This is an optimization exercise on Yosys and OpenROAD, whose aim is small area, not a production implementation.
Function was checked by simulation only, so behaviour that the tests miss may differ from the original.
No activity file was given, so power comes from the tool's default toggle rates.

Setup of run 1:
Design rename_top, start of the top module:
module rename_top (
  input  logic clk,
  input  logic rst,
  input  logic in_valid,
  output logic in_ready,
  input  logic [rename_pkg::SLOTS-1:0] in_slot_en,
  input  logic [rename_pkg::SLOTS-1:0][31:0] in_insn,
  output logic ren_valid,
  input  logic ren_ready,
  output logic [rename_pkg::SLOTS-1:0] ren_slot_en,
  output logic [rename_pkg::SLOTS-1:0][rename_pkg::PREG_W-1:0] ren_pdst,
  output logic [rename_pkg::SLOTS-1:0][rename_pkg::PREG_W-1:0] ren_psrc1,
  output logic [rename_pkg::SLOTS-1:0][rename_pkg::PREG_W-1:0] ren_psrc2,
  output logic [rename_pkg::SLOTS-1:0] ren_src2_en,
  output logic [rename_pkg::SLOTS-1:0][rename_pkg::PREG_W-1:0] ren_pold,
  output logic [rename_pkg::SLOTS-1:0] ren_wr_en,
  input  logic commit_valid,
  input  logic commit_two,
  output logic commit_ready,
  output logic [rename_pkg::SLOTS-1:0] freed_en,
  output logic [rename_pkg::SLOTS-1:0][rename_pkg::PREG_W-1:0] freed_preg
);
For scale: roughly 2100 cells after synthesis, roughly 390 flip-flops, roughly 140 I/O pins, ~0.027 mm² of cells after synthesis.
Settings: LEC_CHECK=0, CAP_MARGIN=20, CORE_MARGIN=2, CORE_UTILIZATION=60, CTS_BUF_LIST=sky130_fd_sc_hd__clkbuf_8, CTS_CLUSTER_DIAMETER=60, CTS_CLUSTER_SIZE=16, SLEW_MARGIN=20, SYNTH_HIERARCHICAL=1; clock period 7.0 ns.
run.sh (not shown) runs the stock make flow with config.mk's settings and CLKGATE_MAP_FILE= SYNTH_SCRIPT=/design/flow/synth_recipe.tcl, a recipe that flattens the netlist after the stock synthesis.
Run 1: PASS, flow complete, no timing, DRC or antenna violations
The inputs of run 2 differ from those of run 1 as listed below.
Settings: CTS_CLUSTER_DIAMETER no longer set, was 60; CTS_CLUSTER_SIZE no longer set, was 16; CTS_BUF_LIST no longer set, was sky130_fd_sc_hd__clkbuf_8.
==> flow/flow/run.sh (new file) <==
#!/bin/bash
set -euo pipefail
bash standard.sh \
  "BUFFER_PORTS_ARGS=-buffer_cell sky130_fd_sc_hd__buf_1" \
  "CTS_ARGS=-sink_clustering_enable -repair_clock_nets -dont_use_dummy_load -buf_list sky130_fd_sc_hd__clkbuf_8 -sink_clustering_size 16 -sink_clustering_max_diameter 60" \
  "RECOVER_POWER=100" \
  finish > flow_make.log 2>&1
==> flow/standard.sh (new file) <==
#!/bin/bash
# synth_recipe.tcl (not shown) runs the flow's synth.tcl, then flattens the netlist and writes it again
# the make line also repeats each setting of config.mk as NAME=value (left out here)
make -C /OpenROAD-flow-scripts/flow DESIGN_CONFIG=/design/flow/config.mk WORK_HOME=/design/flow/orfs CLKGATE_MAP_FILE= SYNTH_SCRIPT=/design/flow/synth_recipe.tcl "${@:-finish}"
removed: flow/run.sh
==> comparison <==
Finished, but not clean: run 2, with capacitance limit, slew limit.
Relative to run 1, the clock period minus final worst setup slack of run 2 is lower by 0.34 ns.
In run 2, the maximum clock frequency came out 0.0081 GHz above the value in run 1.
On aggregate routed wire length: run 2 sits below run 1.
Cmp run 1 and run 2 / fraction of met2 tracks used by global routing / lower: run 2
The final reports for run 2 and run 1 show minimum setup slack in the final design higher in the former.
In the flow results for run 1 and run 2, the worst hold-check slack is smaller on run 2.
### run 2 -> run 3
==> flow/run.sh (new file) <==
#!/bin/bash
# synth_recipe.tcl (not shown) runs the flow's synth.tcl, then flattens the netlist and writes it again
# the make line also repeats each setting of config.mk as NAME=value (left out here)
make -C /OpenROAD-flow-scripts/flow DESIGN_CONFIG=/design/flow/config.mk WORK_HOME=/design/flow/orfs CLKGATE_MAP_FILE= SYNTH_SCRIPT=/design/flow/synth_recipe.tcl finish
removed: flow/flow/run.sh
removed: flow/standard.sh
Findings:
Run 3 did not stop at any stage, and its layout met the timing, design-rule and antenna checks. Run 3 vs. run 2: global-route wire length before repair rose by about 1.1%, post-route cell area rose by 6.8%, logic gate share of total power has decreased. Diff run 2 -> run 3 | non-clock buffer count | up by a few percent.
> inputs changed (run 3 -> run 4)
==> flow/flow/run.sh (new file) <==
#!/bin/bash
set -euo pipefail
bash standard.sh \
  "BUFFER_PORTS_ARGS=-buffer_cell sky130_fd_sc_hd__buf_1" \
  "CTS_ARGS=-sink_clustering_enable -repair_clock_nets -dont_use_dummy_load -buf_list sky130_fd_sc_hd__clkbuf_4 -sink_clustering_size 8 -sink_clustering_max_diameter 40" \
  finish > flow_make.log 2>&1
==> flow/standard.sh (new file) <==
#!/bin/bash
# synth_recipe.tcl (not shown) runs the flow's synth.tcl, then flattens the netlist and writes it again
# the make line also repeats each setting of config.mk as NAME=value (left out here)
make -C /OpenROAD-flow-scripts/flow DESIGN_CONFIG=/design/flow/config.mk WORK_HOME=/design/flow/orfs CLKGATE_MAP_FILE= SYNTH_SCRIPT=/design/flow/synth_recipe.tcl "${@:-finish}"
removed: flow/run.sh
==> comparison <==
- Run 4: global-route usage 0.22 points below run 3
- Clock-buffer cell count: lower on run 3
- Time the final worst path needs with I/O delays and setup improves in run 4 relative to run 3.
- Looking at run 3 and run 4, the number of vias after detailed routing is a wash.
- Looking at run 3 and run 4, the hold violation count in the final report is a wash.
- Run 4 vs run 3 — met2 track demand over resource in global routing dropped 0.75 points.
- As of run 4, TritonCTS buffer count had risen by more than half compared to run 3.


rename_top again, from the RTL that the note above started with.
export LEC_CHECK = 0
export CAP_MARGIN = 20
export CORE_MARGIN = 2
export CORE_UTILIZATION = 60
export SLEW_MARGIN = 20
export SYNTH_HIERARCHICAL = 1
create_clock -name core_clock -period 7.0 [get_ports {clk}]
standard.sh (not shown) runs the stock make flow with config.mk's settings and CLKGATE_MAP_FILE= SYNTH_SCRIPT=/design/flow/synth_recipe.tcl, a recipe that flattens the netlist after the stock synthesis.
==> flow/flow/run.sh <==
#!/bin/bash
set -euo pipefail
bash standard.sh \
  "BUFFER_PORTS_ARGS=-buffer_cell sky130_fd_sc_hd__buf_1" \
  "CTS_ARGS=-sink_clustering_enable -repair_clock_nets -dont_use_dummy_load -buf_list sky130_fd_sc_hd__clkbuf_8 -sink_clustering_size 16 -sink_clustering_max_diameter 60" \
  finish > flow_make.log 2>&1
The baseline finished with timing, DRC and antenna clean.
Then changed:
- PLACE_DENSITY: unset -> 0.75
Power hardly moves.
Sequential share of layout area rose by 0.18 points.
Non-clock buffer count fell by 7.
Register-to-register slack improves by 0.07 ns.
Die area stays the same.
Then changed:
==> flow/flow/run.sh (replaced) <==
#!/bin/bash
set -euo pipefail
bash standard.sh \
  "BUFFER_PORTS_ARGS=-buffer_cell sky130_fd_sc_hd__buf_1" \
  "CTS_ARGS=-sink_clustering_enable -repair_clock_nets -dont_use_dummy_load -buf_list sky130_fd_sc_hd__clkbuf_4 -sink_clustering_size 10 -sink_clustering_max_diameter 50" \
  finish > flow_make.log 2>&1
- CAP_MARGIN: 20 -> 10
- PLACE_DENSITY: 0.75 -> unset
- SLEW_MARGIN: 20 -> 10
=> Worst hold slack improves by 0.020 ns; register-to-register slack degrades by 0.24 ns; cell area stays flat; first-iteration DRC count came out lower by about a fifth; setup slack degrades by 0.53 ns; clock skew came out higher by 0.065 ns.

separate check: timing with driven ports:
Ports are ideal in the flow. The routed layouts listed here were re-timed in OpenROAD. Step 1 (the two cells are an assumption about what drives the block):
set clk [get_ports {clk}]
set_driving_cell -lib_cell sky130_fd_sc_hd__clkbuf_16 $clk
set_driving_cell -lib_cell sky130_fd_sc_hd__buf_2 [delete_from_list [all_inputs] $clk]
Step 2, shift: input delay + t, output delay - t, t = (earliest + latest rising clock arrival at the registers) / 2. This alone moves slack from input paths to output paths. Slacks: no drivers / after step 1 / after step 2; pairs: no drivers / after step 1.
run | t, ns | slack for setup (ns) | hold slack, ns | worst slew at a driven data input, ns
run 1 | 0.714 | 0.376 / 0.318 / 1.032 | 0.414 / 0.414 / 0.414 | 0.06
run 2 | 0.690 | 0.714 / 0.659 / 1.349 | 0.398 / 0.398 / 0.398 | 0.05
run 3 | 0.644 | 0.385 / 0.323 / 0.967 | 0.416 / 0.416 / 0.416 | 0.06
run 4 | 0.839 | 1.028 / 0.973 / 1.812 | 0.408 / 0.408 / 0.408 | 0.06
the first run of note 2 | 0.695 | 1.144 / 1.089 / 1.784 | 0.401 / 0.401 / 0.401 | 0.05
the second run of note 2 | 0.679 | 1.304 / 1.252 / 1.931 | 0.401 / 0.401 / 0.401 | 0.06
the third run of note 2 | 0.898 | 0.777 / 0.724 / 1.622 | 0.421 / 0.421 / 0.421 | 0.06
